Background: an optimization exercise with open tools, aiming at small area, a short achievable clock period and few clock cycles per item. Do not read the settings as production practice.
The RTL was checked by simulation tests, not by an equivalence proof against the original design.
No activity file was given, so power comes from the tool's default toggle rates.

`flow/run.sh`:
```
#!/bin/bash
# synth_recipe.tcl (not shown) runs the flow's synth.tcl, then flattens the netlist and writes it again
# the make line also repeats each setting of config.mk as NAME=value (left out here)
make -C /OpenROAD-flow-scripts/flow DESIGN_CONFIG=/design/flow/config.mk WORK_HOME=/design/flow/orfs CLKGATE_MAP_FILE= SYNTH_SCRIPT=/design/flow/synth_recipe.tcl finish
```
`flow/config.mk`:
```
export PLATFORM = sky130hd
export DESIGN_NAME = neural_filter_top
export DESIGN_NICKNAME = neural_filter_top
export VERILOG_FILES = /design/flow/design.v
export SDC_FILE = /design/flow/constraint.sdc
export NUM_CORES = 4
export LEC_CHECK = 0
export CAP_MARGIN = 20
export CORE_MARGIN = 2
export CORE_UTILIZATION = 45
export CTS_BUF_LIST = sky130_fd_sc_hd__clkbuf_4 sky130_fd_sc_hd__clkbuf_8
export CTS_CLUSTER_SIZE = 30
export PLACE_DENSITY = 0.6
export SLEW_MARGIN = 20
```
`flow/constraint.sdc`:
```
create_clock -name core_clock -period 14.0 [get_ports {bus_clk}]
set_input_delay 2.8000 -clock core_clock [delete_from_list [all_inputs] [get_ports {bus_clk}]]
set_output_delay 2.8000 -clock core_clock [all_outputs]
set_load 0.01 [all_outputs]
```
`flow/design.v`:
```
package neural_pkg;
  typedef logic signed [15:0] sample_t;
  typedef logic signed [31:0] mua_t;
  typedef logic [5:0] ch_t;
  typedef logic signed [7:0] coeff_t;
  localparam int FIR_TAPS = 4;
  localparam logic [FIR_TAPS*8-1:0] FIR_COEFFS = {
    -8'sd2,
    -8'sd1,
    8'sd1,
    8'sd2
  };
  localparam int RES_W = 19;
endpackage
module sync_fifo #(
  parameter int WIDTH = 23,
  parameter int DEPTH = 16
) (
  input  logic             bus_clk,
  input  logic             rst_n,
  input  logic [WIDTH-1:0] in_data,
  input  logic             in_valid,
  output logic [WIDTH-1:0] out_data,
  output logic             out_last,
  output logic             out_valid,
  input  logic             out_ready,
  output logic             overflow
);
  localparam int MD = DEPTH - 1;
  localparam int AW = $clog2(MD);
  localparam int CW = $clog2(DEPTH + 1);
  logic [WIDTH-1:0] mem [MD];
  logic [AW-1:0] wr_ptr;
  logic [AW-1:0] rd_ptr;
  logic [CW-1:0] count;
  logic full;
  logic mem_empty;
  logic wr_en;
  logic rd_en;
  logic [WIDTH-1:0] head_d;
  assign full      = (count == CW'(DEPTH));
  assign mem_empty = (count[CW-1:1] == '0);
  assign wr_en     = in_valid && !full;
  assign rd_en     = out_valid && out_ready;
  assign head_d = mem_empty ? in_data : mem[rd_ptr];
  always_ff @(posedge bus_clk) begin
    if (rd_en ? (!mem_empty || wr_en) : (!out_valid && wr_en)) begin
      out_data <= head_d;
      out_last <= (head_d[WIDTH-1:WIDTH-4] == 4'hf);
    end
  end
  always_ff @(posedge bus_clk) begin
    if (wr_en) begin
      mem[wr_ptr] <= in_data;
    end
  end
  always_ff @(posedge bus_clk or negedge rst_n) begin
    if (!rst_n) begin
      wr_ptr    <= '0;
      rd_ptr    <= '0;
      count     <= '0;
      out_valid <= 1'b0;
      overflow  <= 1'b0;
    end else begin
      if (wr_en && out_valid && !(rd_en && mem_empty)) begin
        wr_ptr <= (wr_ptr == AW'(MD - 1)) ? '0 : wr_ptr + 1'b1;
      end
      if (rd_en && !mem_empty) begin
        rd_ptr <= (rd_ptr == AW'(MD - 1)) ? '0 : rd_ptr + 1'b1;
      end
      if (wr_en && !rd_en) begin
        count <= count + 1'b1;
      end else if (rd_en && !wr_en) begin
        count <= count - 1'b1;
      end
      if (rd_en) begin
        out_valid <= !mem_empty || wr_en;
      end else if (wr_en) begin
        out_valid <= 1'b1;
      end
      if (in_valid && full) begin
        overflow <= 1'b1;
      end
    end
  end
endmodule
module fir_bandpass #(
  parameter int NUM_CH = 16
) (
  input  logic                          bus_clk,
  input  logic                          rst_n,
  input  logic [15:0]                   in_data,
  input  logic                          in_valid,
  output logic                          in_ready,
  output logic                          taken,
  output logic [neural_pkg::RES_W-1:0]  out_data,
  output logic [3:0]                    out_channel,
  output logic                          out_valid
);
  localparam int RES_W = neural_pkg::RES_W;
  logic [3:0]  next_ch;
  logic [3:0]  wait_cnt;
  logic [1:0]  frame;
  logic [15:0] x0;
  logic [3:0]  ch0;
  logic [1:0]  fr0;
  logic        v0;
  logic [15:0] r1 [NUM_CH];
  logic [15:0] r2 [NUM_CH];
  logic [15:0] r3 [NUM_CH];
  logic [15:0] x1, x2, x3;
  assign in_ready = (wait_cnt == '0);
  assign taken    = in_valid && in_ready;
  always_ff @(posedge bus_clk or negedge rst_n) begin
    if (!rst_n) begin
      next_ch  <= '0;
      wait_cnt <= '0;
      frame    <= '0;
      v0       <= 1'b0;
    end else begin
      v0 <= taken;
      if (taken) begin
        next_ch <= next_ch + 1'b1;
        if (next_ch == 4'(NUM_CH - 1) && frame != 2'd3) begin
          frame <= frame + 1'b1;
        end
      end else begin
        wait_cnt <= wait_cnt - 1'b1;
      end
    end
  end
  always_ff @(posedge bus_clk) begin
    x0  <= in_data;
    ch0 <= next_ch;
    fr0 <= frame;
  end
  always_ff @(posedge bus_clk) begin
    for (int i = 2; i < NUM_CH; i++) begin
      r1[i] <= r1[i-1];
      r2[i] <= r2[i-1];
      r3[i] <= r3[i-1];
    end
    r1[0] <= r1[NUM_CH-1];
    r2[0] <= r2[NUM_CH-1];
    r3[0] <= r3[NUM_CH-1];
    if (v0) begin
      r1[1] <= x0;
      r2[1] <= r1[0];
      r3[1] <= r2[0];
    end else begin
      r1[1] <= r1[0];
      r2[1] <= r2[0];
      r3[1] <= r3[0];
    end
  end
  assign x1 = (fr0 >= 2'd1) ? r1[0] : '0;
  assign x2 = (fr0 >= 2'd2) ? r2[0] : '0;
  assign x3 = (fr0 >= 2'd3) ? r3[0] : '0;
  logic signed [RES_W-1:0] e0, e1, e2, e3;
  assign e0 = {{3{x0[15]}}, x0};
  assign e1 = {{3{x1[15]}}, x1};
  assign e2 = {{3{x2[15]}}, x2};
  assign e3 = {{3{x3[15]}}, x3};
  assign out_data    = (e0 <<< 1) + e1 - e2 - (e3 <<< 1);
  assign out_channel = ch0;
  assign out_valid   = v0;
endmodule
module neural_filter_top (
  input  logic                bus_clk,
  input  logic                rst_n,
  input  logic [15:0]         sample,
  input  logic                sample_valid,
  output logic                sample_ready,
  output logic [31:0]         mua_data,
  output logic [5:0]          mua_channel,
  output logic                mua_last,
  output logic                mua_valid,
  input  logic                mua_ready,
  output logic                overflow
);
  localparam int NUM_CH    = 16;
  localparam int OUT_DEPTH = 16;
  localparam int RES_W     = neural_pkg::RES_W;
  localparam int WORD_W    = RES_W + 4;
  logic              taken;
  logic [RES_W-1:0]  fir_data;
  logic [3:0]        fir_channel;
  logic              fir_valid;
  logic [WORD_W-1:0] mua_word;
  fir_bandpass #(
    .NUM_CH (NUM_CH)
  ) fir_band_pass (
    .bus_clk     (bus_clk),
    .rst_n       (rst_n),
    .in_data     (sample),
    .in_valid    (sample_valid),
    .in_ready    (sample_ready),
    .taken       (taken),
    .out_data    (fir_data),
    .out_channel (fir_channel),
    .out_valid   (fir_valid)
  );
  sync_fifo #(
    .WIDTH (WORD_W),
    .DEPTH (OUT_DEPTH)
  ) mua_fifo (
    .bus_clk   (bus_clk),
    .rst_n     (rst_n),
    .in_data   ({fir_channel, fir_data}),
    .in_valid  (fir_valid),
    .out_data  (mua_word),
    .out_last  (mua_last),
    .out_valid (mua_valid),
    .out_ready (mua_ready),
    .overflow  (overflow)
  );
  assign mua_data    = {{(32-RES_W){mua_word[RES_W-1]}}, mua_word[RES_W-1:0]};
  assign mua_channel = {2'b00, mua_word[WORD_W-1:RES_W]};
endmodule
```
==> metrics.yaml, run 1 <==
detailed_routing:
  drt_iter0_markers: 999
  drc_errors: 0
  vias_per_cell: 4.822
  antenna_left: 0
  drt-pass1-iter-count: 5
  routedWlPerCell_um: 19.09
  routed_wirelength_um: 62450
  vias: 15780
sta:
  slew_viol_final: 0
  period_needed_ps: 5350
  finClkSkew_ps: 42.99
  worst_pin_slew_ps: 1124
  final_hold_viol_count: 0
  fin_tns_setup_ps: 0
  max_freq_mhz: 186.9
  slew_headroom: 0.2491
  final.period_utilization: 0.3821
  finalSetupViolCount: 0
  rsz0062_at_grt: "no"
placement:
  place_congestion: 0.7697
  dp_hpwl_um: 35710
  port-buffer-count: 59
  placed_cells_incl_taps: 2945
clock_tree:
  cts.sinks: 1185
  ctsHoldBuffers: 0
  cts_tree: "yes"
  ctsRootBufferMaster: "clkbuf_8"
  cts_htree_levels: 4
  clk_latency_ps: 820
  clockBufferDepth: 3
  path_clk_slew_ps: 60
  post-cts-setup-buffers: 0
  cts_resized: 0
  cts_buffers: 175
global_routing:
  grt_max_degree: 53
  grt_overflow: 0
  grt_pass1_wl_um: 96030
  grt_use_total: 0.1638
  grt_pass1_vias: 16420
  antenna_found_initial: 3
synthesis:
  ys.flop_type: "dfxtp_1"
  yosysSeqAreaShare: 0.8065
  synth.most_common_cell: "dfxtp_1"
  synth-edff-count: 369
  syn_area_per_cell_um2: 17.50
  yosysWarnings: 5
  async_flop_share: 0.02194
  yosys-top-cells-count: "dfxtp_1 (790), edfxtp_1 (369), nand2_1 (107)"
  ys_top_cells_by_area: "dfxtp_1 (46%), edfxtp_1 (32%), mux4_2 (5.2%)"
  netlist_instances: 1952
  synth_top_area_frac: 0.4630
  ys_ff_latch: 1185
  syn-cell-area_um2: 34160
  synth.distinct_cells: 58
  synth_top_area_cell: "dfxtp_1"
layout:
  seqCellArea_um2: 27560
  fillers: 6064
  multi_input_comb_area_um2: 6041
  syn_to_final_growth_pct: 16.90
  drive_gt1_frac: 0.2277
  final_nets: 2226
  fin_cells: 3272
critical_path:
  end_kind: "flip-flop"
  required_ps: 14670
  start_kind: "flip-flop"
  crit_fanout: 22
  worstSetupPathType: "flip-flop to flip-flop"
  crit_arrival_ps: 6020
worst_hold_path:
  worst_hold_path_type: "flip-flop to flip-flop"
job:
  cap_violations: 0
floorplanning:
  die-area_um2: 78120
  start_util: 0.4520
  die_x_um: 279.5
  io_pins: 62
  core.rowCount: 101
  core-area_um2: 75570
  dieHeight_um: 279.5
status:
  outcome: "timing/DRC/antenna clean"
power_and_ir_drop:
  p_leak_uw: 0.01514
  p_per_area_nw_per_um2: 196.5
  vdd_drop_max_uv: 107.2
-- power by group --
part	total, µW	switching (µW)	internal (µW)
clock network	2900	1270	1630
logic	1010	520	485
registers	3940	131	3810
total	7840	1920	5920
-- stage by stage --
| step | total power, µW | cell area [µm²] | util | hold WS [ps] | worst slack [ps] |
|---|---|---|---|---|---|
| final | 7844 | 39930 | 0.5284 | 286.4 | 8650 |
| after global routing | 8186 | 39930 | 0.5284 | 299.1 | 8155 |
| after CTS | 7946 | 39880 | 0.5277 | 282.4 | 8662 |
| after detailed placement | 5035 | 36040 | 0.4769 | 312.1 | 8678 |
| after global placement | 5006 | 35900 | 0.4751 | 309.8 | 8901 |
| after floorplan | 4693 | 34160 | - | 309.6 | 9647 |
-- metal layers --
| metal | up-vias | part of all wire | GRT usage |
|---|---|---|---|
| met5 | - | 0.00021 | 0 |
| met4 | 2 | 0.022 | 0.06445 |
| met3 | 115 | 0.053 | 0.03795 |
| met2 | 451 | 0.48 | 0.2597 |
| met1 | 7978 | 0.45 | 0.2197 |
| li1 | 7232 | - | - |
-- final cells by class --
| class | instances | share of cell area |
|---|---|---|
| Sequential cell | 1185 | 0.6901 |
| Multi-Input combinational cell | 605 | 0.1513 |
| Clock buffer | 285 | 0.08711 |
| Tap cell | 978 | 0.03065 |
| Timing Repair Buffer | 91 | 0.02344 |
| Clock inverter | 39 | 0.009056 |
| Inverter | 87 | 0.008179 |
| Antenna cell | 2 | 0.0001253 |
-- registers in the layout (all words and copies together), names as in the netlist --
signal	flops
fir_band_pass.next_ch	4
mua_fifo.mem	345
mua_fifo.count	5
mua_fifo.wr_ptr	4
fir_band_pass.r1	256
fir_band_pass.wait_cnt	4
mua_fifo.out_data	23
fir_band_pass.r3	256
mua_fifo.out_last	1
mua_fifo.overflow	1
fir_band_pass.fr0	2
fir_band_pass.ch0	4
fir_band_pass.r2	256
fir_band_pass.v0	1
fir_band_pass.x0	16
mua_fifo.out_valid	1
fir_band_pass.frame	2
mua_fifo.rd_ptr	4
-- cell families after synthesis --
group	synth area share
other	0.0001098
xor gates and xnor gates	0.007180
muxes	0.08517
DFF	0.8065
buffers and inverters	0.02117
adders and majority gates	0.02982
AOI/OAI and AO/OA	0.02095
and+or+nand+nor	0.02912
-- final timing paths --
path                                    startpoint                        to  slack [ps]  depth (start not counted)
setup / recovery              fir_band_pass.fr0[1]     mua_fifo.out_data[15]        8650                         13
hold / removal             fir_band_pass.r1[9][11]  fir_band_pass.r1[10][11]         290                          0
setup reg to reg              fir_band_pass.fr0[1]     mua_fifo.out_data[15]        8650                         13
hold reg to reg            fir_band_pass.r1[9][11]  fir_band_pass.r1[10][11]         290                          0
max in group asynchronous                    rst_n          fir_band_pass.v0       11280                          2
min in group asynchronous                    rst_n  fir_band_pass.next_ch[2]        2390                          2
-- cells in the final DEF, fill, tap and decap left out, types with 19 or more instances in the layout --
cell type        netlist  layout
buf_4                 19      26
inv_1                 87      87
dfxtp_1              790     790
o21ai_0               40      40
nand2_1              107     107
fa_1                  34      34
and2_1                19      19
mux2i_1               42      42
dfrtp_1               26      22
clkbuf_4               0      71
edfxtp_1             369     369
clkbuf_8               0     214
mux4_2                79      79
a21oi_1               22      22
ha_1                  27      27
clkdlybuf4s50_1        0      59
mux2_2                63      63
-- worst max-delay path, cell delays in order (launching register included) --
cell and delay [ps]:
dfxtp_1 770, and2_1 560, nand2_1 150, fa_1 520
inv_1 50, fa_1 470, inv_1 40, ha_1 420
a21oi_1 350, inv_1 80, o41ai_1 510, o41ai_2 160
xor2_1 820, mux2_2 310
Testbench counts, summed over its fixed seeds: cycles 6,160, items 6,144.
==> run 2: changes to the inputs <==
--- a/flow/config.mk
+++ b/flow/config.mk
@@ -8,7 +8,5 @@
 export CAP_MARGIN = 20
 export CORE_MARGIN = 2
 export CORE_UTILIZATION = 45
-export CTS_BUF_LIST = sky130_fd_sc_hd__clkbuf_4 sky130_fd_sc_hd__clkbuf_8
-export CTS_CLUSTER_SIZE = 30
 export PLACE_DENSITY = 0.6
 export SLEW_MARGIN = 20
==> run 2 against run 1 <==
  * Synthesized area unchanged
  * Largest power group unchanged
  * Clock skew fell by 3.1 ps
  * Combinational power about the same
  * Register-to-register slack improved by 80 ps
  * Hold slack improved by 20 ps
==> metrics.yaml, run 2 <==
global_routing:
  top_usage_layer: "met2"  # unchanged
  grt_use_met1: 0.2176  # was 0.2197
  met3_usage: 0.02944  # was 0.03795
  grt_overflow: 0  # unchanged
  grt_use_met2: 0.2579  # was 0.2597
  grt_pass1_vias: 15780  # was 16420
  grt_pass1_wl_um: 93970  # was 96030 µm
  grt_max_degree: 53  # unchanged
  grt_use_total: 0.1595  # was 0.1638
  antenna_found_initial: 1  # was 3
layout:
  largest_register_ff_count: 345  # unchanged
  final_cell_mix: "dfxtp_1 (790), edfxtp_1 (369), clkbuf_16 (116)"  # was dfxtp_1 (790), edfxtp_1 (369), clkbuf_8 (214)
  final_common_cell: "dfxtp_1"  # unchanged
  finalCoreUtilization: 0.5278  # was 0.5284
  final_nets: 2159  # was 2226
  drive_gt1_frac: 0.1809  # was 0.2277
  syn_to_final_growth_pct: 16.77  # was 16.90%
  regMostFlops: "mua_fifo.mem"  # unchanged
  diodes: 0  # was 2
  fin_cells: 3150  # was 3272
critical_path:
  end_kind: "flip-flop"  # unchanged
  crit_fanout: 22  # unchanged
  worstSetupPathType: "flip-flop to flip-flop"  # unchanged
  required_ps: 14530  # was 14670 ps
  crit_arrival_ps: 5800  # was 6020 ps
  start_kind: "flip-flop"  # unchanged
clock_tree:
  ctsHoldBuffers: 0  # unchanged
  clk_latency_ps: 670  # was 820 ps
  cts_buffers: 108  # was 175
  cts_resized: 0  # unchanged
  ctsRootBufferMaster: "clkbuf_16"  # was clkbuf_8
  path_clk_slew_ps: 60  # about the same
  clockBufferDepth: 3  # unchanged
  post-cts-setup-buffers: 0  # unchanged
  cts_tree: "yes"  # unchanged
  cts_htree_levels: 3  # was 4
  cts.sinks: 1185  # unchanged
floorplanning:
  start_util: 0.4520  # unchanged
  io_pins: 62  # unchanged
  core.rowCount: 101  # unchanged
  die-area_um2: 78120  # unchanged
  core-area_um2: 75570  # unchanged
  dieHeight_um: 279.5  # unchanged
  die_x_um: 279.5  # unchanged
synthesis:
  yosysSeqAreaShare: 0.8065  # unchanged
  syn-cell-area_um2: 34160  # unchanged
  netlist_instances: 1952  # unchanged
  ys_ff_latch: 1185  # unchanged
  synth.distinct_cells: 58  # unchanged
  synth-edff-count: 369  # unchanged
  ys_top_cells_by_area: "dfxtp_1 (46%), edfxtp_1 (32%), mux4_2 (5.2%)"  # unchanged
  async_flop_share: 0.02194  # unchanged
  ys.flop_type: "dfxtp_1"  # unchanged
  synth_top_area_frac: 0.4630  # unchanged
  yosysWarnings: 5  # unchanged
  synth.most_common_cell: "dfxtp_1"  # unchanged
  synth_top_area_cell: "dfxtp_1"  # unchanged
  yosys-top-cells-count: "dfxtp_1 (790), edfxtp_1 (369), nand2_1 (107)"  # unchanged
  syn_area_per_cell_um2: 17.50  # unchanged
placement:
  place_congestion: 0.7697  # unchanged
  placed_cells_incl_taps: 2945  # unchanged
  dp_hpwl_um: 35710  # unchanged
  port-buffer-count: 59  # unchanged
sta:
  final_hold_viol_count: 0  # unchanged
  worst_pin_slew_ps: 1123  # was 1124 ps
  final.period_utilization: 0.3765  # was 0.3821
  whs_ps: 306.0  # was 286.4 ps
  fin_tns_setup_ps: 0  # unchanged
  slew_viol_final: 0  # unchanged
  slew_headroom: 0.2498  # was 0.2491
  rsz0062_at_grt: "no"  # unchanged
  max_freq_mhz: 189.7  # was 186.9 MHz
  finalSetupViolCount: 0  # unchanged
  finClkSkew_ps: 39.88  # was 42.99 ps
  period_needed_ps: 5270  # was 5350 ps
power_and_ir_drop:
  p_leak_uw: 0.01500  # was 0.01514 µW
  internal-power_uw: 6054  # was 5924 µW
  vdd_drop_max_uv: 120.4  # was 107.2 µV
  p_seq_frac: 0.497  # was 0.503
  swShare: 0.2373  # was 0.2447
  p_clk_frac: 0.377  # was 0.369
  power_frac_comb: 0.127  # was 0.128
  switchingPower_uw: 1883  # was 1920 µW
  p_per_area_nw_per_um2: 199.0  # was 196.5 nW/µm²
detailed_routing:
  routedWlPerCell_um: 19.48  # was 19.09 µm
  vias: 15370  # was 15780
  drc_errors: 0  # unchanged
  vias_per_cell: 4.879  # was 4.822
  drt-pass1-iter-count: 7  # was 5
  routed_wirelength_um: 61360  # was 62450 µm
  antenna_left: 0  # unchanged
  drt_iter0_markers: 1146  # was 999
worst_hold_path:
  worst_hold_path_type: "flip-flop to flip-flop"  # unchanged
status:
  outcome: "timing/DRC/antenna clean"  # unchanged
job:
  cap_violations: 0  # unchanged
[run 2: area by class of cell]
type                            instances  area, µm²
Clock buffer                          158       3341
Timing Repair Buffer                   91      935.9
Clock inverter                         46      451.7
Inverter                               87      326.6
Multi-Input combinational cell        605       6048
Sequential cell                      1185      27560
Tap cell                              978       1224
Fill cell                            6008      35690
[run 2: cell families after synthesis]
kind of cell               share of synthesized area
other                                      0.0001098
AOI/OAI and AO/OA                            0.02095
xor gates and xnor gates                    0.007180
and+or+nand+nor                              0.02912
muxes                                        0.08517
buffers and inverters                        0.02117
DFF                                           0.8065
adders and majority gates                    0.02982
[run 2: path summary, 6_finish.rpt]
check / from / to / slack, ps / cells past startpoint
max: fir_band_pass.fr0[1] / mua_fifo.out_data[13] / 8730 / 13
max in group asynchronous: rst_n / fir_band_pass.v0 / 11120 / 2
min reg2reg: fir_band_pass.r1[7][11] / fir_band_pass.r1[8][11] / 310 / 0
min in group asynchronous: rst_n / mua_fifo.rd_ptr[0] / 2540 / 2
max reg2reg: fir_band_pass.fr0[1] / mua_fifo.out_data[13] / 8730 / 13
min: fir_band_pass.r1[7][11] / fir_band_pass.r1[8][11] / 310 / 0
[run 2: power groups by stage]
stage / clock network, µW / logic (µW) / registers [µW]
floorplan: 0 / 744 / 3950
global placement: 0 / 996 / 4010
detailed placement: 0 / 1020 / 4020
CTS: 3060 / 1020 / 3950
global route: 3200 / 1090 / 3960
finish: 2990 / 1010 / 3940
[run 2: critical path, stage by stage, from the launching register on]
cell     delay (ps)
dfxtp_1         770
and2_1          550
nand2_1         150
fa_1            520
inv_1            50
fa_1            480
inv_1            40
ha_1            330
o21ai_0         140
a221o_2         330
o311a_1         440
o21ai_2         220
xor2_1          810
mux2_2          300
[run 2: per-stage QoR]
stage          setup slack, ps  power [µW]  cell area, µm²
4_1_cts                   8638        8026           39830
3_3_place_gp              8901        5006           35900
2_1_floorplan             9647        4693           34160
3_5_place_dp              8678        5035           36040
6_report                  8730        7937           39880
5_1_grt                   8213        8249           39880
[run 2: routing by layer]
metal,part of all wire,vias up
li1,-,7061
met1,0.45,7793
met2,0.48,411
met3,0.052,103
met4,0.023,0
met5,0,-
==> run 3: changes to the inputs <==
--- a/flow/design.v
+++ b/flow/design.v
@@ -20,65 +20,82 @@
   input  logic             rst_n,
   input  logic [WIDTH-1:0] in_data,
   input  logic             in_valid,
+  output logic             in_stall,
   output logic [WIDTH-1:0] out_data,
   output logic             out_last,
   output logic             out_valid,
   input  logic             out_ready,
   output logic             overflow
 );
-  localparam int MD = DEPTH - 1;
-  localparam int AW = $clog2(MD);
+  localparam int PW = $clog2(DEPTH);
   localparam int CW = $clog2(DEPTH + 1);
-  logic [WIDTH-1:0] mem [MD];
-  logic [AW-1:0] wr_ptr;
-  logic [AW-1:0] rd_ptr;
-  logic [CW-1:0] count;
+  logic [WIDTH-1:0] pend;
+  logic             pend_v;
+  logic [WIDTH-1:0] ring [DEPTH];
+  logic [CW-1:0] n;
+  logic [PW-1:0] twait;
+  logic [PW-1:0] hwait;
+  logic n_zero;
   logic full;
-  logic mem_empty;
-  logic wr_en;
-  logic rd_en;
+  logic at_tail;
+  logic head_free;
+  logic from_ring;
+  logic from_pend;
+  logic ring_push;
+  logic ring_wr;
+  logic hold;
   logic [WIDTH-1:0] head_d;
-  assign full      = (count == CW'(DEPTH));
-  assign mem_empty = (count[CW-1:1] == '0);
-  assign wr_en     = in_valid && !full;
-  assign rd_en     = out_valid && out_ready;
-  assign head_d = mem_empty ? in_data : mem[rd_ptr];
-  always_ff @(posedge bus_clk) begin
-    if (rd_en ? (!mem_empty || wr_en) : (!out_valid && wr_en)) begin
+  assign n_zero    = (n == '0);
+  assign full      = out_valid ? (n == CW'(DEPTH - 1)) : (n == CW'(DEPTH));
+  assign at_tail   = n_zero || (twait == '0);
+  assign head_free = !out_valid || out_ready;
+  assign from_ring = head_free && !n_zero && (hwait == '0);
+  assign from_pend = head_free && n_zero && pend_v;
+  assign ring_push = pend_v && !full && !from_pend && at_tail;
+  assign ring_wr   = pend_v && at_tail && (n != CW'(DEPTH));
+  assign hold      = pend_v && !full && !at_tail;
+  assign in_stall  = (pend_v && full) || (overflow && (in_valid || pend_v));
+  assign head_d    = n_zero ? pend : ring[DEPTH-1];
+  always_ff @(posedge bus_clk) begin
+    if (!hold) begin
+      pend <= in_data;
+    end
+  end
+  always_ff @(posedge bus_clk) begin
+    for (int i = 1; i < DEPTH; i++) begin
+      ring[i] <= ring[i-1];
+    end
+    ring[0] <= ring_wr ? pend : ring[DEPTH-1];
+  end
+  always_ff @(posedge bus_clk) begin
+    if (from_ring || from_pend) begin
       out_data <= head_d;
       out_last <= (head_d[WIDTH-1:WIDTH-4] == 4'hf);
     end
   end
-  always_ff @(posedge bus_clk) begin
-    if (wr_en) begin
-      mem[wr_ptr] <= in_data;
-    end
-  end
   always_ff @(posedge bus_clk or negedge rst_n) begin
     if (!rst_n) begin
-      wr_ptr    <= '0;
-      rd_ptr    <= '0;
-      count     <= '0;
+      pend_v    <= 1'b0;
+      n         <= '0;
+      twait     <= '0;
+      hwait     <= '0;
       out_valid <= 1'b0;
       overflow  <= 1'b0;
     end else begin
-      if (wr_en && out_valid && !(rd_en && mem_empty)) begin
-        wr_ptr <= (wr_ptr == AW'(MD - 1)) ? '0 : wr_ptr + 1'b1;
-      end
-      if (rd_en && !mem_empty) begin
-        rd_ptr <= (rd_ptr == AW'(MD - 1)) ? '0 : rd_ptr + 1'b1;
-      end
-      if (wr_en && !rd_en) begin
-        count <= count + 1'b1;
-      end else if (rd_en && !wr_en) begin
-        count <= count - 1'b1;
-      end
-      if (rd_en) begin
-        out_valid <= !mem_empty || wr_en;
-      end else if (wr_en) begin
-        out_valid <= 1'b1;
-      end
-      if (in_valid && full) begin
+      if (!hold) begin
+        pend_v <= in_valid;
+      end
+      n <= n + CW'(ring_push) - CW'(from_ring);
+      twait <= ring_push ? '0 : twait - 1'b1;
+      if (ring_push && n_zero) begin
+        hwait <= PW'(DEPTH - 1);
+      end else if (from_ring) begin
+        hwait <= '0;
+      end else begin
+        hwait <= hwait - 1'b1;
+      end
+      out_valid <= from_ring || from_pend || (out_valid && !out_ready);
+      if (pend_v && full) begin
         overflow <= 1'b1;
       end
     end
@@ -92,6 +109,7 @@
   input  logic [15:0]                   in_data,
   input  logic                          in_valid,
   output logic                          in_ready,
+  input  logic                          stall,
   output logic                          taken,
   output logic [neural_pkg::RES_W-1:0]  out_data,
   output logic [3:0]                    out_channel,
@@ -109,7 +127,7 @@
   logic [15:0] r2 [NUM_CH];
   logic [15:0] r3 [NUM_CH];
   logic [15:0] x1, x2, x3;
-  assign in_ready = (wait_cnt == '0);
+  assign in_ready = (wait_cnt == '0) && !stall;
   assign taken    = in_valid && in_ready;
   always_ff @(posedge bus_clk or negedge rst_n) begin
     if (!rst_n) begin
@@ -183,6 +201,7 @@
   localparam int RES_W     = neural_pkg::RES_W;
   localparam int WORD_W    = RES_W + 4;
   logic              taken;
+  logic              out_stall;
   logic [RES_W-1:0]  fir_data;
   logic [3:0]        fir_channel;
   logic              fir_valid;
@@ -195,6 +214,7 @@
     .in_data     (sample),
     .in_valid    (sample_valid),
     .in_ready    (sample_ready),
+    .stall       (out_stall),
     .taken       (taken),
     .out_data    (fir_data),
     .out_channel (fir_channel),
@@ -208,6 +228,7 @@
     .rst_n     (rst_n),
     .in_data   ({fir_channel, fir_data}),
     .in_valid  (fir_valid),
+    .in_stall  (out_stall),
     .out_data  (mua_word),
     .out_last  (mua_last),
     .out_valid (mua_valid),
--- a/flow/config.mk
+++ b/flow/config.mk
@@ -5,6 +5,7 @@
 export SDC_FILE = /design/flow/constraint.sdc
 export NUM_CORES = 4
 export LEC_CHECK = 0
+export ABC_CLOCK_PERIOD_IN_PS = 2500
 export CAP_MARGIN = 20
 export CORE_MARGIN = 2
 export CORE_UTILIZATION = 45
==> run 3 against run 2 <==
  * Cell area down 14%
  * Utilization increased by 0.71 points
  * Global-route usage decreased by 3.8 points
  * Largest power group unchanged
==> metrics.yaml, run 3 <==
worst_hold_path:
  worst_hold_path_type: "flip-flop to flip-flop"  # unchanged
clock_tree:
  cts_htree_levels: 3  # unchanged
  cts_resized: 0  # unchanged
  ctsHoldBuffers: 0  # unchanged
  cts_buffers: 105  # was 108
  cts.sinks: 1232  # was 1185
  clk_latency_ps: 650  # was 670 ps
  post-cts-setup-buffers: 0  # unchanged
  clockBufferDepth: 3  # unchanged
  ctsRootBufferMaster: "clkbuf_16"  # unchanged
  path_clk_slew_ps: 60  # about the same
  cts_tree: "yes"  # unchanged
global_routing:
  grt_use_total: 0.1219  # was 0.1595
  antenna_found_initial: 0  # was 1
  grt_pass1_vias: 12160  # was 15780
  grt_max_degree: 50  # was 53
  grt_pass1_wl_um: 64260  # was 93970 µm
  grt_overflow: 0  # unchanged
sta:
  final.period_utilization: 0.3791  # was 0.3765
  period_needed_ps: 5307  # was 5270 ps
  finClkSkew_ps: 23.26  # was 39.88 ps
  max_freq_mhz: 188.4  # was 189.7 MHz
  worst_pin_slew_ps: 989.6  # was 1123 ps
  finalSetupViolCount: 0  # unchanged
  slew_headroom: 0.3378  # was 0.2498
  fin_tns_setup_ps: 0  # unchanged
  whs_ps: 312.9  # was 306.0 ps
  rsz0062_at_grt: "no"  # unchanged
  final_hold_viol_count: 0  # unchanged
  fin_ws_ps: 8693  # was 8730 ps
  slew_viol_final: 0  # unchanged
layout:
  largest_register_ff_count: 368  # was 345
  regMostFlops: "mua_fifo.ring"  # was mua_fifo.mem
  final_nets: 1973  # was 2159
  final_cell_mix: "dfxtp_1 (1158), clkbuf_16 (107), mux2_2 (97)"  # was dfxtp_1 (790), edfxtp_1 (369), clkbuf_16 (116)
  syn_to_final_growth_pct: 17.30  # was 16.77%
  diodes: 0  # unchanged
  fin_cells: 2828  # was 3150
  drive_gt1_frac: 0.1455  # was 0.1809
  final_common_cell: "dfxtp_1"  # unchanged
critical_path:
  cp_slowest_cell: "or4_4"  # was xor2_1
  crit_arrival_ps: 2510  # was 5800 ps
  start_kind: "flip-flop"  # unchanged
  crit_chain: "or4_4 -> o221a_1 -> o21a_1 -> clkdlybuf4s50_1"  # was and2_1 -> nand2_1 -> fa_1 -> inv_1 -> fa_1 -> inv_1 -> ha_1 -> o21ai_0 -> a221o_2 -> o311a_1 -> o21ai_2 -> xor2_1 -> mux2_2
  required_ps: 11200  # was 14530 ps
  reg2reg_slack_ps: 9530  # was 8730 ps
  end_kind: "output pin"  # was flip-flop
  crit_fanout: 4  # was 22
  critPathTopFamily: "simple AND/OR/NAND/NOR gates"  # was adder cells
  worst-path-buf-inv: 1  # was 2
  worst_path_largest_cell_delay_ps: 550  # was 810 ps
  worstSetupPathType: "flip-flop to output pin"  # was flip-flop to flip-flop
detailed_routing:
  vias: 11760  # was 15370
  routedWlPerCell_um: 13.95  # was 19.48 µm
  vias_per_cell: 4.160  # was 4.879
  drc_errors: 0  # unchanged
  antenna_left: 0  # unchanged
  drt-pass1-iter-count: 4  # was 7
  routed_wirelength_um: 39450  # was 61360 µm
  drt_iter0_markers: 479  # was 1146
synthesis:
  synth.most_common_cell: "dfxtp_1"  # unchanged
  netlist_instances: 1754  # was 1952
  synth.distinct_cells: 60  # was 58
  ys_top_cells_by_area: "dfxtp_1 (79%), edfxtp_1 (4.8%), mux2_2 (3.7%)"  # was dfxtp_1 (46%), edfxtp_1 (32%), mux4_2 (5.2%)
  yosysWarnings: 6  # was 5
  yosysSeqAreaShare: 0.8596  # was 0.8065
  async_flop_share: 0.02192  # was 0.02194
  syn_area_per_cell_um2: 16.76  # was 17.50 µm²
  synth-edff-count: 47  # was 369
  synth_top_area_frac: 0.7886  # was 0.4630
  ys.flop_type: "dfxtp_1"  # unchanged
  synth_top_area_cell: "dfxtp_1"  # unchanged
  ys_ff_latch: 1232  # was 1185
  syn-cell-area_um2: 29400  # was 34160 µm²
  yosys-top-cells-count: "dfxtp_1 (1158), mux2_2 (97), inv_1 (88)"  # was dfxtp_1 (790), edfxtp_1 (369), nand2_1 (107)
power_and_ir_drop:
  power_frac_comb: 0.049  # was 0.127
  p_seq_frac: 0.553  # was 0.497
  vdd_drop_max_uv: 124.0  # was 120.4 µV
  internal-power_uw: 5766  # was 6054 µW
  switchingPower_uw: 1499  # was 1883 µW
  swShare: 0.2063  # was 0.2373
  p_per_area_nw_per_um2: 210.7  # was 199.0 nW/µm²
  p_leak_uw: 0.01419  # was 0.01500 µW
  p_clk_frac: 0.398  # was 0.377
floorplanning:
  core-area_um2: 64460  # was 75570 µm²
  start_util: 0.4560  # was 0.4520
  io_pins: 62  # unchanged
  core.rowCount: 93  # was 101
  dieHeight_um: 259.6  # was 279.5 µm
  die-area_um2: 67380  # was 78120 µm²
  die_x_um: 259.6  # was 279.5 µm
placement:
  dp_hpwl_um: 23220  # was 35710 µm
  placed_cells_incl_taps: 2635  # was 2945
  place_congestion: 0.7791  # was 0.7697
  pre_cts_ws_ps: 8653  # was 8678 ps
  port-buffer-count: 59  # unchanged
status:
  outcome: "timing/DRC/antenna clean"  # unchanged
job:
  cap_violations: 0  # unchanged
-- run 3: per-layer routing --
layer,global-route usage,share of wire,routed length [µm],up-vias
li1,-,-,-,5879
met1,0.1689,0.50,19840,5624
met2,0.1832,0.43,17130,169
met3,0.03021,0.034,1339,92
met4,0.05061,0.029,1136,0
met5,0,0,0,-
-- run 3: final cells by class --
class | instances | area [µm²]
Clock buffer | 157 | 3156
Timing Repair Buffer | 65 | 635.6
Inverter | 88 | 330.3
Tap cell | 855 | 1070
Fill cell | 5144 | 29980
Sequential cell | 1232 | 25270
Multi-Input combinational cell | 395 | 3603
Clock inverter | 36 | 416.7
-- run 3: cell families after synthesis --
| kind of cell | Yosys count | share of synthesized area |
|---|---|---|
| and+or+nand+nor | 130 | 0.02298 |
| muxes | 101 | 0.03886 |
| other | 1 | 0.0001276 |
| DFF | 1232 | 0.8596 |
| AOI/OAI and AO/OA | 70 | 0.01524 |
| buffers and inverters | 128 | 0.01864 |
| xor gates and xnor gates | 26 | 0.007747 |
| adders and majority gates | 66 | 0.03678 |
-- run 3: worst paths after layout --
kind / startpoint / endpoint / cells past startpoint
setup / recovery: mua_fifo.n[0] / sample_ready / 4
hold / removal: fir_band_pass.r2[7][8] / fir_band_pass.r2[8][8] / 0
setup reg to reg: fir_band_pass.fr0[1] / mua_fifo.pend[18] / 13
hold reg to reg: fir_band_pass.r2[7][8] / fir_band_pass.r2[8][8] / 0
max in group asynchronous: rst_n / fir_band_pass.v0 / 2
min in group asynchronous: rst_n / mua_fifo.n[3] / 2
-- run 3: worst register-to-register path, delay by kind of cell (launching register included) --
kind	cells	cell delay, ps
AND/OR/NAND/NOR	3	960
flip-flops	1	310
buffers and inverters	3	360
AO/OA/AOI/OAI	4	1170
adder cells (fa/ha/maj)	3	1390
-- run 3: metrics by stage --
step	total power (µW)	utilization	cell area [µm²]
final	7265	0.5349	34480
after global routing	7564	0.5349	34480
after detailed placement	4457	0.4795	30910
after CTS	7358	0.5349	34480
after floorplan	4279	-	29400
after global placement	4436	0.4795	30910
-- run 3: power groups by stage --
stage / combinational [µW] / clock [µW] / sequential [µW]
floorplan: 238 / 0 / 4040
global placement: 349 / 0 / 4090
detailed placement: 360 / 0 / 4100
CTS: 364 / 2970 / 4030
global route: 400 / 3110 / 4050
finish: 359 / 2890 / 4020
Testbench counts of run 3, summed over its fixed seeds: cycles 6,168, items 6,144.
==> run 4: changes to the inputs <==
--- a/flow/config.mk
+++ b/flow/config.mk
@@ -5,7 +5,6 @@
 export SDC_FILE = /design/flow/constraint.sdc
 export NUM_CORES = 4
 export LEC_CHECK = 0
-export ABC_CLOCK_PERIOD_IN_PS = 2500
 export CAP_MARGIN = 20
 export CORE_MARGIN = 2
 export CORE_UTILIZATION = 45
==> run 4 against run 3 <==
  * Power did not move
  * Hold slack did not move
  * Cell area did not move
  * First-iteration DRC count did not move
  * Synthesized cell count did not move
  * Largest cell class unchanged
==> metrics.yaml, run 4 <==
status:
  outcome: "timing/DRC/antenna clean"  # unchanged
synthesis:
  ys_top_cells_by_area: "dfxtp_1 (79%), edfxtp_1 (4.8%), mux2_2 (3.7%)"  # unchanged
  synth.most_common_cell: "dfxtp_1"  # unchanged
  syn-cell-area_um2: 29400  # unchanged
  netlist_instances: 1754  # unchanged
  yosysSeqAreaShare: 0.8596  # unchanged
  syn_area_per_cell_um2: 16.76  # unchanged
  synth_top_area_cell: "dfxtp_1"  # unchanged
  synth.distinct_cells: 60  # unchanged
  ys_ff_latch: 1232  # unchanged
  yosysWarnings: 6  # unchanged
  ys.flop_type: "dfxtp_1"  # unchanged
  synth_top_area_frac: 0.7886  # unchanged
  synth-edff-count: 47  # unchanged
  yosys-top-cells-count: "dfxtp_1 (1158), mux2_2 (97), inv_1 (88)"  # unchanged
  async_flop_share: 0.02192  # unchanged
sta:
  rsz0062_at_grt: "no"  # unchanged
  fin_tns_setup_ps: 0  # unchanged
  worst_pin_slew_ps: 989.6  # unchanged
  final.period_utilization: 0.3791  # unchanged
  whs_ps: 312.9  # unchanged
  finClkSkew_ps: 23.26  # unchanged
  finalSetupViolCount: 0  # unchanged
  final_hold_viol_count: 0  # unchanged
  fin_ws_ps: 8693  # unchanged
  period_needed_ps: 5307  # unchanged
  slew_headroom: 0.3378  # unchanged
  max_freq_mhz: 188.4  # unchanged
  slew_viol_final: 0  # unchanged
layout:
  final_cell_mix: "dfxtp_1 (1158), clkbuf_16 (107), mux2_2 (97)"  # unchanged
  multi_input_comb_area_um2: 3603  # unchanged
  final_common_cell: "dfxtp_1"  # unchanged
  regMostFlops: "mua_fifo.ring"  # unchanged
  final_nets: 1973  # unchanged
  syn_to_final_growth_pct: 17.30  # unchanged
  drive_gt1_frac: 0.1455  # unchanged
  seqCellArea_um2: 25270  # unchanged
  diodes: 0  # unchanged
  fillers: 5144  # unchanged
  largest_register_ff_count: 368  # unchanged
clock_tree:
  clk_latency_ps: 650  # about the same
  cts_htree_levels: 3  # unchanged
  ctsHoldBuffers: 0  # unchanged
  post-cts-setup-buffers: 0  # unchanged
  cts_tree: "yes"  # unchanged
  path_clk_slew_ps: 60  # about the same
  cts_buffers: 105  # unchanged
  clockBufferDepth: 3  # unchanged
  ctsRootBufferMaster: "clkbuf_16"  # unchanged
  cts.sinks: 1232  # unchanged
  cts_resized: 0  # unchanged
global_routing:
  grt_max_degree: 50  # unchanged
  met3_usage: 0.03021  # unchanged
  antenna_found_initial: 0  # unchanged
  grt_pass1_vias: 12160  # unchanged
  grt_use_met1: 0.1689  # unchanged
  top_usage_layer: "met2"  # unchanged
  grt_pass1_wl_um: 64260  # unchanged
  grt_use_total: 0.1219  # unchanged
  grt_use_met2: 0.1832  # unchanged
  grt_overflow: 0  # unchanged
detailed_routing:
  drt-pass1-iter-count: 4  # unchanged
  vias_per_cell: 4.160  # unchanged
  drc_errors: 0  # unchanged
  routedWlPerCell_um: 13.95  # unchanged
  routed_wirelength_um: 39450  # unchanged
  vias: 11760  # unchanged
  antenna_left: 0  # unchanged
  drt_iter0_markers: 479  # unchanged
placement:
  dp_hpwl_um: 23220  # unchanged
  pre_cts_ws_ps: 8653  # unchanged
  port-buffer-count: 59  # unchanged
  place_congestion: 0.7791  # unchanged
critical_path:
  start_kind: "flip-flop"  # unchanged
  reg2reg_slack_ps: 9530  # about the same
  crit_fanout: 4  # unchanged
  crit_arrival_ps: 2510  # about the same
  required_ps: 11200  # about the same
  end_kind: "output pin"  # unchanged
  worstSetupPathType: "flip-flop to output pin"  # unchanged
floorplanning:
  die_x_um: 259.6  # unchanged
  start_util: 0.4560  # unchanged
  dieHeight_um: 259.6  # unchanged
  io_pins: 62  # unchanged
  core-area_um2: 64460  # unchanged
  die-area_um2: 67380  # unchanged
  core.rowCount: 93  # unchanged
job:
  cap_violations: 0  # unchanged
power_and_ir_drop:
  p_leak_uw: 0.01419  # unchanged
  p_per_area_nw_per_um2: 210.7  # unchanged
  vdd_drop_max_uv: 124.0  # unchanged
worst_hold_path:
  worst_hold_path_type: "flip-flop to flip-flop"  # unchanged
-- run 4: power breakdown --
group / switching [µW] / total [µW] / internal [µW]
Clock: 1180 / 2890 / 1710
Combinational: 183 / 359 / 176
Sequential: 133 / 4020 / 3880
Total: 1500 / 7260 / 5770
-- run 4: cell families (layout without fill, tap and decap cells) --
logic type,after synthesis,in the layout,share of synthesized area
compound gates,70,70,0.01524
xor+xnor,26,26,0.007747
fa+ha+maj,66,66,0.03678
buf+inv,128,346,0.01864
flops,1232,1232,0.8596
mux,101,101,0.03886
other cells,1,2,0.0001276
simple gates,130,130,0.02298
-- run 4: worst paths after layout --
path | from | end | depth (start not counted)
worst min-delay path | fir_band_pass.r2[7][8] | fir_band_pass.r2[8][8] | 0
min in group asynchronous | rst_n | mua_fifo.n[3] | 2
max in group asynchronous | rst_n | fir_band_pass.v0 | 2
worst max register to register | fir_band_pass.fr0[1] | mua_fifo.pend[18] | 13
worst min register to register | fir_band_pass.r2[7][8] | fir_band_pass.r2[8][8] | 0
worst max-delay path | mua_fifo.n[0] | sample_ready | 4
-- run 4: routing by layer --
layer | share of wire | wire length [µm]
met2 | 0.43 | 17130
met1 | 0.50 | 19840
met3 | 0.034 | 1339
met4 | 0.029 | 1136
met5 | 0 | 0
-- run 4: critical path, stage by stage (launching register included) --
cell             delay, ps
dfrtp_1                430
or4_4                  550
o221a_1                250
o21a_1                 170
clkdlybuf4s50_1        470
-- run 4: area by class of cell --
cell class	count	share of cell area
Clock inverter	36	0.01208
Multi-Input combinational cell	395	0.1045
Inverter	88	0.009579
Clock buffer	157	0.09151
Sequential cell	1232	0.7329
Timing Repair Buffer	65	0.01843
Tap cell	855	0.03102
-- run 4: through the flow --
stage	total power (µW)	utilization	area, µm²	cells
2_1_floorplan	4279	-	29400	1755
3_3_place_gp	4436	0.4795	30910	2635
3_5_place_dp	4457	0.4795	30910	2635
4_1_cts	7358	0.5349	34480	2828
5_1_grt	7564	0.5349	34480	2828
6_report	7265	0.5349	34480	2828
==> run 5: changes to the inputs <==
--- a/flow/design.v
+++ b/flow/design.v
@@ -20,7 +20,8 @@
   input  logic             rst_n,
   input  logic [WIDTH-1:0] in_data,
   input  logic             in_valid,
-  output logic             in_stall,
+  input  logic             in_next,
+  output logic             stall_next,
   output logic [WIDTH-1:0] out_data,
   output logic             out_last,
   output logic             out_valid,
@@ -38,24 +39,49 @@
   logic n_zero;
   logic full;
   logic at_tail;
-  logic head_free;
-  logic from_ring;
-  logic from_pend;
-  logic ring_push;
+  logic hold;
   logic ring_wr;
-  logic hold;
+  logic lose;
+  logic pend_v_d;
+  logic overflow_d;
   logic [WIDTH-1:0] head_d;
-  assign n_zero    = (n == '0);
-  assign full      = out_valid ? (n == CW'(DEPTH - 1)) : (n == CW'(DEPTH));
-  assign at_tail   = n_zero || (twait == '0);
-  assign head_free = !out_valid || out_ready;
-  assign from_ring = head_free && !n_zero && (hwait == '0);
-  assign from_pend = head_free && n_zero && pend_v;
-  assign ring_push = pend_v && !full && !from_pend && at_tail;
-  assign ring_wr   = pend_v && at_tail && (n != CW'(DEPTH));
-  assign hold      = pend_v && !full && !at_tail;
-  assign in_stall  = (pend_v && full) || (overflow && (in_valid || pend_v));
-  assign head_d    = n_zero ? pend : ring[DEPTH-1];
+  assign n_zero  = (n == '0);
+  assign full    = out_valid ? (n == CW'(DEPTH - 1)) : (n == CW'(DEPTH));
+  assign at_tail = n_zero || (twait == '0);
+  assign lose    = pend_v && full;
+  assign hold    = pend_v && !full && !at_tail;
+  assign ring_wr = pend_v && at_tail && (n != CW'(DEPTH));
+  assign pend_v_d   = hold ? pend_v : in_valid;
+  assign overflow_d = overflow || lose;
+  assign head_d = n_zero ? pend : ring[DEPTH-1];
+  logic          load_c      [2];
+  logic          out_valid_c [2];
+  logic [CW-1:0] n_c         [2];
+  logic [PW-1:0] twait_c     [2];
+  logic [PW-1:0] hwait_c     [2];
+  logic          stall_c     [2];
+  for (genvar r = 0; r < 2; r++) begin : g_ready
+    logic head_free;
+    logic from_ring;
+    logic from_pend;
+    logic ring_push;
+    logic full_d;
+    assign head_free = !out_valid || (r == 1);
+    assign from_ring = head_free && !n_zero && (hwait == '0);
+    assign from_pend = head_free && n_zero && pend_v;
+    assign ring_push = pend_v && !full && !from_pend && at_tail;
+    assign load_c[r]      = from_ring || from_pend;
+    assign out_valid_c[r] = from_ring || from_pend || (out_valid && (r == 0));
+    assign n_c[r]         = ring_push ? (from_ring ? n : n + 1'b1)
+                                      : (from_ring ? n - 1'b1 : n);
+    assign twait_c[r]     = ring_push ? '0 : twait - 1'b1;
+    assign hwait_c[r]     = (ring_push && n_zero) ? PW'(DEPTH - 1) :
+                            from_ring             ? '0 : hwait - 1'b1;
+    assign full_d     = out_valid_c[r] ? (n_c[r] == CW'(DEPTH - 1))
+                                       : (n_c[r] == CW'(DEPTH));
+    assign stall_c[r] = (pend_v_d && full_d) || (overflow_d && (in_next || pend_v_d));
+  end
+  assign stall_next = out_ready ? stall_c[1] : stall_c[0];
   always_ff @(posedge bus_clk) begin
     if (!hold) begin
       pend <= in_data;
@@ -68,7 +94,7 @@
     ring[0] <= ring_wr ? pend : ring[DEPTH-1];
   end
   always_ff @(posedge bus_clk) begin
-    if (from_ring || from_pend) begin
+    if (out_ready ? load_c[1] : load_c[0]) begin
       out_data <= head_d;
       out_last <= (head_d[WIDTH-1:WIDTH-4] == 4'hf);
     end
@@ -82,22 +108,12 @@
       out_valid <= 1'b0;
       overflow  <= 1'b0;
     end else begin
-      if (!hold) begin
-        pend_v <= in_valid;
-      end
-      n <= n + CW'(ring_push) - CW'(from_ring);
-      twait <= ring_push ? '0 : twait - 1'b1;
-      if (ring_push && n_zero) begin
-        hwait <= PW'(DEPTH - 1);
-      end else if (from_ring) begin
-        hwait <= '0;
-      end else begin
-        hwait <= hwait - 1'b1;
-      end
-      out_valid <= from_ring || from_pend || (out_valid && !out_ready);
-      if (pend_v && full) begin
-        overflow <= 1'b1;
-      end
+      pend_v    <= pend_v_d;
+      n         <= out_ready ? n_c[1] : n_c[0];
+      twait     <= out_ready ? twait_c[1] : twait_c[0];
+      hwait     <= out_ready ? hwait_c[1] : hwait_c[0];
+      out_valid <= out_ready ? out_valid_c[1] : out_valid_c[0];
+      overflow  <= overflow_d;
     end
   end
 endmodule
@@ -109,7 +125,7 @@
   input  logic [15:0]                   in_data,
   input  logic                          in_valid,
   output logic                          in_ready,
-  input  logic                          stall,
+  input  logic                          stall_next,
   output logic                          taken,
   output logic [neural_pkg::RES_W-1:0]  out_data,
   output logic [3:0]                    out_channel,
@@ -127,8 +143,14 @@
   logic [15:0] r2 [NUM_CH];
   logic [15:0] r3 [NUM_CH];
   logic [15:0] x1, x2, x3;
-  assign in_ready = (wait_cnt == '0) && !stall;
-  assign taken    = in_valid && in_ready;
+  assign taken = in_valid && in_ready;
+  always_ff @(posedge bus_clk or negedge rst_n) begin
+    if (!rst_n) begin
+      in_ready <= 1'b1;
+    end else begin
+      in_ready <= (taken || wait_cnt == 4'd1) && !stall_next;
+    end
+  end
   always_ff @(posedge bus_clk or negedge rst_n) begin
     if (!rst_n) begin
       next_ch  <= '0;
@@ -214,7 +236,7 @@
     .in_data     (sample),
     .in_valid    (sample_valid),
     .in_ready    (sample_ready),
-    .stall       (out_stall),
+    .stall_next  (out_stall),
     .taken       (taken),
     .out_data    (fir_data),
     .out_channel (fir_channel),
@@ -228,7 +250,8 @@
     .rst_n     (rst_n),
     .in_data   ({fir_channel, fir_data}),
     .in_valid  (fir_valid),
-    .in_stall  (out_stall),
+    .in_next   (taken),
+    .stall_next(out_stall),
     .out_data  (mua_word),
     .out_last  (mua_last),
     .out_valid (mua_valid),
--- a/flow/config.mk
+++ b/flow/config.mk
@@ -8,5 +8,7 @@
 export CAP_MARGIN = 20
 export CORE_MARGIN = 2
 export CORE_UTILIZATION = 45
+export CTS_BUF_LIST = sky130_fd_sc_hd__clkbuf_2 sky130_fd_sc_hd__clkbuf_4
+export CTS_CLUSTER_SIZE = 16
 export PLACE_DENSITY = 0.6
 export SLEW_MARGIN = 20
==> run 5 against run 4 <==
  * Die area is 1.4% higher
  * Maximum frequency increased by 5.8%
  * Register-to-register slack lost 540 ps
  * Final cell count is 15% higher
  * Largest cell class unchanged
==> metrics.yaml, run 5 <==
clock_tree:
  path_clk_slew_ps: 60  # about the same
  cts_resized: 0  # unchanged
  cts_buffers: 301  # was 105
  ctsHoldBuffers: 0  # unchanged
  cts_htree_levels: 5  # was 3
  ctsRootBufferMaster: "clkbuf_4"  # was clkbuf_16
  clk_latency_ps: 1060  # was 650 ps
  clockBufferDepth: 4  # was 3
  cts.sinks: 1233  # was 1232
  cts_tree: "yes"  # unchanged
  post-cts-setup-buffers: 0  # unchanged
global_routing:
  grt_max_degree: 50  # unchanged
  grt_overflow: 0  # unchanged
  grt_use_total: 0.1307  # was 0.1219
  grt_pass1_wl_um: 69880  # was 64260 µm
  antenna_found_initial: 3  # was 0
  grt_pass1_vias: 14550  # was 12160
critical_path:
  worstSetupPathType: "flip-flop to output pin"  # unchanged
  start_kind: "flip-flop"  # unchanged
  crit_fanout: 9  # was 4
  critPathTopFamily: "buffers and inverters"  # was simple AND/OR/NAND/NOR gates
  worst_path_largest_cell_delay_ps: 610  # was 550 ps
  crit_arrival_ps: 2220  # was 2510 ps
  cp_slowest_cell: "clkdlybuf4s50_1"  # was or4_4
  worst-path-buf-inv: 1  # unchanged
  r2r_cells: 15  # was 13
  end_kind: "output pin"  # unchanged
  required_ps: 11200  # about the same
  reg2reg_slack_ps: 8990  # was 9530 ps
  crit_chain: "clkdlybuf4s50_1"  # was or4_4 -> o221a_1 -> o21a_1 -> clkdlybuf4s50_1
  r2r-end: "mua_fifo.pend[18]"  # unchanged
  rr_startpoint: "fir_band_pass.fr0[1]"  # unchanged
synthesis:
  ys.flop_type: "dfxtp_1"  # unchanged
  synth.distinct_cells: 68  # was 60
  ys_top_cells_by_area: "dfxtp_1 (78%), edfxtp_1 (4.7%), mux2_2 (2.7%)"  # was dfxtp_1 (79%), edfxtp_1 (4.8%), mux2_2 (3.7%)
  synth_top_area_cell: "dfxtp_1"  # unchanged
  yosysSeqAreaShare: 0.8485  # was 0.8596
  synth_top_area_frac: 0.7776  # was 0.7886
  yosysWarnings: 12  # was 6
  netlist_instances: 1868  # was 1754
  syn-cell-area_um2: 29810  # was 29400 µm²
  yosys-top-cells-count: "dfxtp_1 (1158), nand2_1 (127), inv_1 (92)"  # was dfxtp_1 (1158), mux2_2 (97), inv_1 (88)
  synth.most_common_cell: "dfxtp_1"  # unchanged
  async_flop_share: 0.02271  # was 0.02192
  synth-edff-count: 47  # unchanged
  syn_area_per_cell_um2: 15.96  # was 16.76 µm²
  ys_ff_latch: 1233  # was 1232
detailed_routing:
  drt_iter0_markers: 498  # was 479
  routedWlPerCell_um: 12.89  # was 13.95 µm
  routed_wirelength_um: 41920  # was 39450 µm
  vias: 13740  # was 11760
  drc_errors: 0  # unchanged
  vias_per_cell: 4.225  # was 4.160
  drt-pass1-iter-count: 4  # unchanged
  antenna_left: 0  # unchanged
layout:
  final_common_cell: "dfxtp_1"  # unchanged
  syn_to_final_growth_pct: 17.20  # was 17.30%
  final_nets: 2278  # was 1973
  final_cell_mix: "dfxtp_1 (1158), clkbuf_4 (437), nand2_1 (127)"  # was dfxtp_1 (1158), clkbuf_16 (107), mux2_2 (97)
  fin_area_um2: 34940  # was 34480 µm²
  regMostFlops: "mua_fifo.ring"  # unchanged
  largest_register_ff_count: 368  # unchanged
  drive_gt1_frac: 0.2279  # was 0.1455
sta:
  finalSetupViolCount: 0  # unchanged
  fin_tns_setup_ps: 0  # unchanged
  slew_viol_final: 0  # unchanged
  finClkSkew_ps: 99.17  # was 23.26 ps
  slew_headroom: 0.4350  # was 0.3378
  final_hold_viol_count: 0  # unchanged
  max_freq_mhz: 199.3  # was 188.4 MHz
  worst_pin_slew_ps: 847.0  # was 989.6 ps
  rsz0062_at_grt: "no"  # unchanged
  period_needed_ps: 5018  # was 5307 ps
  final.period_utilization: 0.3584  # was 0.3791
power_and_ir_drop:
  p_per_area_nw_per_um2: 219.4  # was 210.7 nW/µm²
  p_leak_uw: 0.01486  # was 0.01419 µW
  vdd_drop_max_uv: 108.1  # was 124.0 µV
placement:
  placed_cell_area_um2: 31310  # was 30910 µm²
  dp_hpwl_um: 24410  # was 23220 µm
  port-buffer-count: 59  # unchanged
  place_congestion: 0.8139  # was 0.7791
floorplanning:
  start_util: 0.4543  # was 0.4560
  core.rowCount: 94  # was 93
  dieHeight_um: 261.4  # was 259.6 µm
  core-area_um2: 65630  # was 64460 µm²
  io_pins: 62  # unchanged
  die-area_um2: 68330  # was 67380 µm²
  die_x_um: 261.4  # was 259.6 µm
status:
  outcome: "timing/DRC/antenna clean"  # unchanged
worst_hold_path:
  worstHoldPathCells: 0  # unchanged
  hp-start: "mua_fifo.ring[9][11]"  # was fir_band_pass.r2[7][8]
  hold_end: "mua_fifo.ring[10][11]"  # was fir_band_pass.r2[8][8]
  worst_hold_path_type: "flip-flop to flip-flop"  # unchanged
job:
  cap_violations: 0  # unchanged
## run 5: changes by cell type after synthesis, moves of 5 or more
| cell | change |
|---|---|
| nor2_1 | +15 |
| nand4_1 | -5 |
| a21o_1 | +6 |
| o21ai_0 | +8 |
| mux2_2 | -25 |
| a21oi_1 | -10 |
| nand3_1 | +5 |
| nand2_1 | +80 |
## run 5: area by class of cell
| cell class | count | area (µm²) |
|---|---|---|
| antenna | 4 | 10.01 |
| clock buffer | 437 | 3281 |
| clock inverter | 53 | 337.8 |
| fill | 5507 | 30690 |
| inverter | 92 | 345.3 |
| multi-input combinational | 503 | 3954 |
| sequential | 1233 | 25300 |
| tap | 864 | 1081 |
| timing repair buffer | 65 | 635.6 |
## run 5: stage by stage
| step | cells | total power [µW] | utilization | hold slack (ps) | worst slack, ps |
|---|---|---|---|---|---|
| after detailed placement | 2757 | 4999 | 0.4771 | 312.1 | 9007 |
| after global routing | 3251 | 8102 | 0.5324 | 242.9 | 8512 |
| final | 3251 | 7665 | 0.5324 | 242.9 | 8982 |
| after global placement | 2757 | 4965 | 0.4771 | 309.9 | 9078 |
| after floorplan | 1869 | 4751 | - | 309.6 | 9686 |
| after CTS | 3247 | 7804 | 0.5323 | 240.2 | 8792 |
## run 5: how the worst max path moves through the flow
stage | start | end | slack (ps) | cells past startpoint
global route | fir_band_pass.fr0[1] | mua_fifo.pend[18] | 8510 | 15
global placement | fir_band_pass.fr0[1] | mua_fifo.pend[18] | 9080 | 15
floorplan | mua_ready | mua_fifo.out_data[0] | 9690 | 2
CTS | mua_fifo.out_valid | mua_valid | 8790 | 1
detailed placement | fir_band_pass.fr0[1] | mua_fifo.pend[18] | 9010 | 15
finish | mua_fifo.out_valid | mua_valid | 8980 | 1
## run 5: report_power, final
part / internal (µW) / total [µW] / switching, µW / leakage, µW
combinational: 216 / 474 / 258 / 0.00248
clock: 1510 / 2750 / 1230 / 0.00218
sequential: 4200 / 4450 / 241 / 0.0102
total: 5930 / 7660 / 1730 / 0.0149
## run 5: cell families (layout without fill, tap and decap cells)
kind of cell	Yosys count	in the layout	synth area share
XOR/XNOR	33	33	0.009694
flip-flops	1233	1233	0.8485
other	1	6	0.0001258
AO/OA/AOI/OAI	89	89	0.02031
multiplexers	79	79	0.03038
AND/OR/NAND/NOR	238	238	0.03723
buffers and inverters	133	647	0.01947
adder cells (fa/ha/maj)	62	62	0.03433
## run 5: routing by layer
metal,vias up,wire length [µm],track usage,share of wire
li1,6794,-,-,-
met1,6517,19940,0.1656,0.48
met2,316,18930,0.1931,0.45
met3,108,1949,0.04772,0.046
met4,0,1095,0.07528,0.026
met5,-,0,0,0
Testbench counts of run 5, summed over its fixed seeds: cycles 6,168, items 6,144.
==> run 6: changes to the inputs <==
--- a/flow/config.mk
+++ b/flow/config.mk
@@ -8,7 +8,5 @@
 export CAP_MARGIN = 20
 export CORE_MARGIN = 2
 export CORE_UTILIZATION = 45
-export CTS_BUF_LIST = sky130_fd_sc_hd__clkbuf_2 sky130_fd_sc_hd__clkbuf_4
-export CTS_CLUSTER_SIZE = 16
 export PLACE_DENSITY = 0.6
 export SLEW_MARGIN = 20
==> run 6 against run 5 <==
  * Sequential share of layout area about the same
  * Critical path depth is 14 higher
  * Synthesized cell count did not move
  * Wire length fell by 4.1%
  * Sequential power about the same
  * Die area unchanged
  * Global-route usage fell by 0.89 points
  * Worst setup slack improved by 54 ps
  * Combinational power about the same
  * Count of clock-buffer cells in the layout is 270 lower
  * Cell area about the same
  * Maximum frequency rose by 1.1%
  * Critical endpoint is now mua_fifo.pend[18]
  * Largest cell class unchanged
  * Highest routed layer unchanged
==> metrics.yaml, run 6 <==
status:
  outcome: "timing/DRC/antenna clean"  # unchanged
clock_tree:
  clk_latency_ps: 630  # was 1060 ps
  ctsHoldBuffers: 0  # unchanged
  cts_resized: 0  # unchanged
  clockBufferDepth: 3  # was 4
  ctsRootBufferMaster: "clkbuf_16"  # was clkbuf_4
  cts_buffers: 107  # was 301
  cts_tree: "yes"  # unchanged
  cts_htree_levels: 3  # was 5
  post-cts-setup-buffers: 0  # unchanged
  path_clk_slew_ps: 60  # about the same
  cts.sinks: 1233  # unchanged
worst_hold_path:
  worst_hold_path_type: "flip-flop to flip-flop"  # unchanged
  hold_end: "fir_band_pass.r3[15][7]"  # was mua_fifo.ring[10][11]
  worstHoldPathCells: 0  # unchanged
  hp-start: "fir_band_pass.r3[14][7]"  # was mua_fifo.ring[9][11]
sta:
  finalSetupViolCount: 0  # unchanged
  period_needed_ps: 4964  # was 5018 ps
  worst_pin_slew_ps: 832.5  # was 847.0 ps
  slew_headroom: 0.4447  # was 0.4350
  slew_viol_final: 0  # unchanged
  finClkSkew_ps: 18.98  # was 99.17 ps
  final_hold_viol_count: 0  # unchanged
  fin_tns_setup_ps: 0  # unchanged
  final.period_utilization: 0.3545  # was 0.3584
  max_freq_mhz: 201.5  # was 199.3 MHz
  rsz0062_at_grt: "no"  # unchanged
  fin_ws_ps: 9036  # was 8982 ps
global_routing:
  antenna_found_initial: 1  # was 3
  grt_pass1_wl_um: 65450  # was 69880 µm
  grt_pass1_vias: 12650  # was 14550
  grt_overflow: 0  # unchanged
  grt_max_degree: 50  # unchanged
  grt_use_total: 0.1218  # was 0.1307
layout:
  finalCoreUtilization: 0.5322  # was 0.5324
  fillers: 5307  # was 5507
  regMostFlops: "mua_fifo.ring"  # unchanged
  diodes: 0  # was 4
  syn_to_final_growth_pct: 17.16  # was 17.20%
  final_common_cell: "dfxtp_1"  # unchanged
  fin_cells: 2955  # was 3251
  final_nets: 2084  # was 2278
  drive_gt1_frac: 0.1263  # was 0.2279
critical_path:
  required_ps: 14380  # was 11200 ps
  worstSetupPathType: "flip-flop to flip-flop"  # was flip-flop to output pin
  crit_fanout: 20  # was 9
  crit_chain: "and2_0 -> nand2_1 -> fa_1 -> inv_1 -> fa_1 -> inv_1 -> ha_1 -> nor2b_1 -> o21ai_0 -> a21oi_1 -> o211ai_1 -> a21boi_0 -> o31ai_1 -> mux2i_1 -> nor2_1"  # was clkdlybuf4s50_1
  rr_startpoint: "fir_band_pass.fr0[1]"  # unchanged
  r2r-end: "mua_fifo.pend[18]"  # unchanged
  r2r_cells: 15  # unchanged
  reg2reg_slack_ps: 9040  # was 8990 ps
  end_kind: "flip-flop"  # was output pin
  worst_path_largest_cell_delay_ps: 790  # was 610 ps
  crit_arrival_ps: 5340  # was 2220 ps
synthesis:
  yosys-top-cells-count: "dfxtp_1 (1158), nand2_1 (127), inv_1 (92)"  # unchanged
  synthXorXnorAreaFrac: 0.009694  # unchanged
  synth_top_area_frac: 0.7776  # unchanged
  yosysWarnings: 12  # unchanged
  ys_top_cells_by_area: "dfxtp_1 (78%), edfxtp_1 (4.7%), mux2_2 (2.7%)"  # unchanged
  netlist_instances: 1868  # unchanged
  synth_top_area_cell: "dfxtp_1"  # unchanged
  synth_top_family_by_area: "simple AND/OR/NAND/NOR gates"  # unchanged
  ys_ff_latch: 1233  # unchanged
  synth_compound_area_frac: 0.02031  # unchanged
  synth.most_common_cell: "dfxtp_1"  # unchanged
  synth.distinct_cells: 68  # unchanged
  synth-edff-count: 47  # unchanged
  syn_area_per_cell_um2: 15.96  # unchanged
  yosys.area_share.simple: 0.03723  # unchanged
  yosysSeqAreaShare: 0.8485  # unchanged
  synthMuxAreaShare: 0.03038  # unchanged
  ys.flop_type: "dfxtp_1"  # unchanged
  synth_adder_area_share: 0.03433  # unchanged
  async_flop_share: 0.02271  # unchanged
detailed_routing:
  drt_iter0_markers: 631  # was 498
  antenna_left: 0  # unchanged
  drc_errors: 0  # unchanged
  routedWlPerCell_um: 13.61  # was 12.89 µm
  drt-pass1-iter-count: 5  # was 4
  vias: 12590  # was 13740
  vias_per_cell: 4.261  # was 4.225
power_and_ir_drop:
  swShare: 0.2156  # was 0.2261
  vdd_drop_max_uv: 128.0  # was 108.1 µV
  power_frac_comb: 0.061  # was 0.062
  p_per_area_nw_per_um2: 224.0  # was 219.4 nW/µm²
  switchingPower_uw: 1687  # was 1733 µW
  p_leak_uw: 0.01447  # was 0.01486 µW
  power_uw: 7823  # was 7665 µW
  p_seq_frac: 0.569  # was 0.580
  p_clk_frac: 0.371  # was 0.358
floorplanning:
  dieHeight_um: 261.4  # unchanged
  io_pins: 62  # unchanged
  die_x_um: 261.4  # unchanged
  die-area_um2: 68330  # unchanged
  core.rowCount: 94  # unchanged
  core-area_um2: 65630  # unchanged
  start_util: 0.4543  # unchanged
job:
  cap_violations: 0  # unchanged
placement:
  place_congestion: 0.8139  # unchanged
  pre_cts_ws_ps: 9007  # unchanged
  port-buffer-count: 59  # unchanged
  placed_cells_incl_taps: 2757  # unchanged
[run 6: metrics by stage]
step | cell area (µm²) | hold slack [ps]
after floorplan | 29820 | 309.6
after global placement | 31310 | 309.9
after detailed placement | 31310 | 312.1
after CTS | 34930 | 304.3
after global routing | 34930 | 315.8
final | 34930 | 305.9
[run 6: worst max path at each step]
| stage | slack, ps | from | endpoint |
|---|---|---|---|
| floorplan | 9690 | mua_ready | mua_fifo.out_data[0] |
| global placement | 9080 | fir_band_pass.fr0[1] | mua_fifo.pend[18] |
| detailed placement | 9010 | fir_band_pass.fr0[1] | mua_fifo.pend[18] |
| CTS | 8970 | fir_band_pass.fr0[1] | mua_fifo.pend[18] |
| global route | 8510 | fir_band_pass.fr0[1] | mua_fifo.pend[18] |
| finish | 9040 | fir_band_pass.fr0[1] | mua_fifo.pend[18] |
[run 6: logic make-up (layout without fill, tap and decap cells)]
| group | Yosys count | count (layout) |
|---|---|---|
| muxes | 79 | 79 |
| other | 1 | 2 |
| and+or+nand+nor | 238 | 238 |
| AOI/OAI and AO/OA | 89 | 89 |
| buffers and inverters | 133 | 355 |
| adders and majority gates | 62 | 62 |
| DFF | 1233 | 1233 |
| xor gates and xnor gates | 33 | 33 |
[run 6: layer usage]
metal | wire length [µm] | up-vias | part of all wire | track usage
li1 | - | 6233 | - | -
met1 | 19700 | 6036 | 0.49 | 0.1678
met2 | 17730 | 229 | 0.44 | 0.1863
met3 | 1749 | 93 | 0.043 | 0.02855
met4 | 1033 | 0 | 0.026 | 0.04893
met5 | 0 | - | 0 | 0
[run 6: final cells by class]
cell class	count	area, µm²	share of cell area
sequential	1233	25300	0.7242
tap	864	1081	0.03095
clock inverter	31	315.3	0.009027
timing repair buffer	65	635.6	0.01820
multi-input combinational	503	3954	0.1132
inverter	92	345.3	0.009887
clock buffer	167	3301	0.09450
[run 6: critical path, delay by kind of cell (launching register included)]
kind / cells / cell delay (ps)
and+or+nand+nor: 4 / 1140
buffers and inverters: 2 / 100
muxes: 1 / 230
AOI/OAI and AO/OA: 5 / 1070
adders and majority gates: 3 / 1390
DFF: 1 / 790
[run 6: power groups by stage]
stage | clock (µW) | sequential [µW] | combinational [µW]
floorplan | 0 | 4410 | 343
global placement | 0 | 4500 | 461
detailed placement | 0 | 4520 | 475
CTS | 2980 | 4460 | 478
global route | 3120 | 4510 | 531
finish | 2900 | 4450 | 474

Setup slack of run 6, layout unchanged: 9.036 ns with ideal ports, 9.036 ns with driving cells assumed (clock clkbuf_16, inputs buf_2), 9.036 ns with port delays also shifted by the 0.680 ns mid clock arrival.
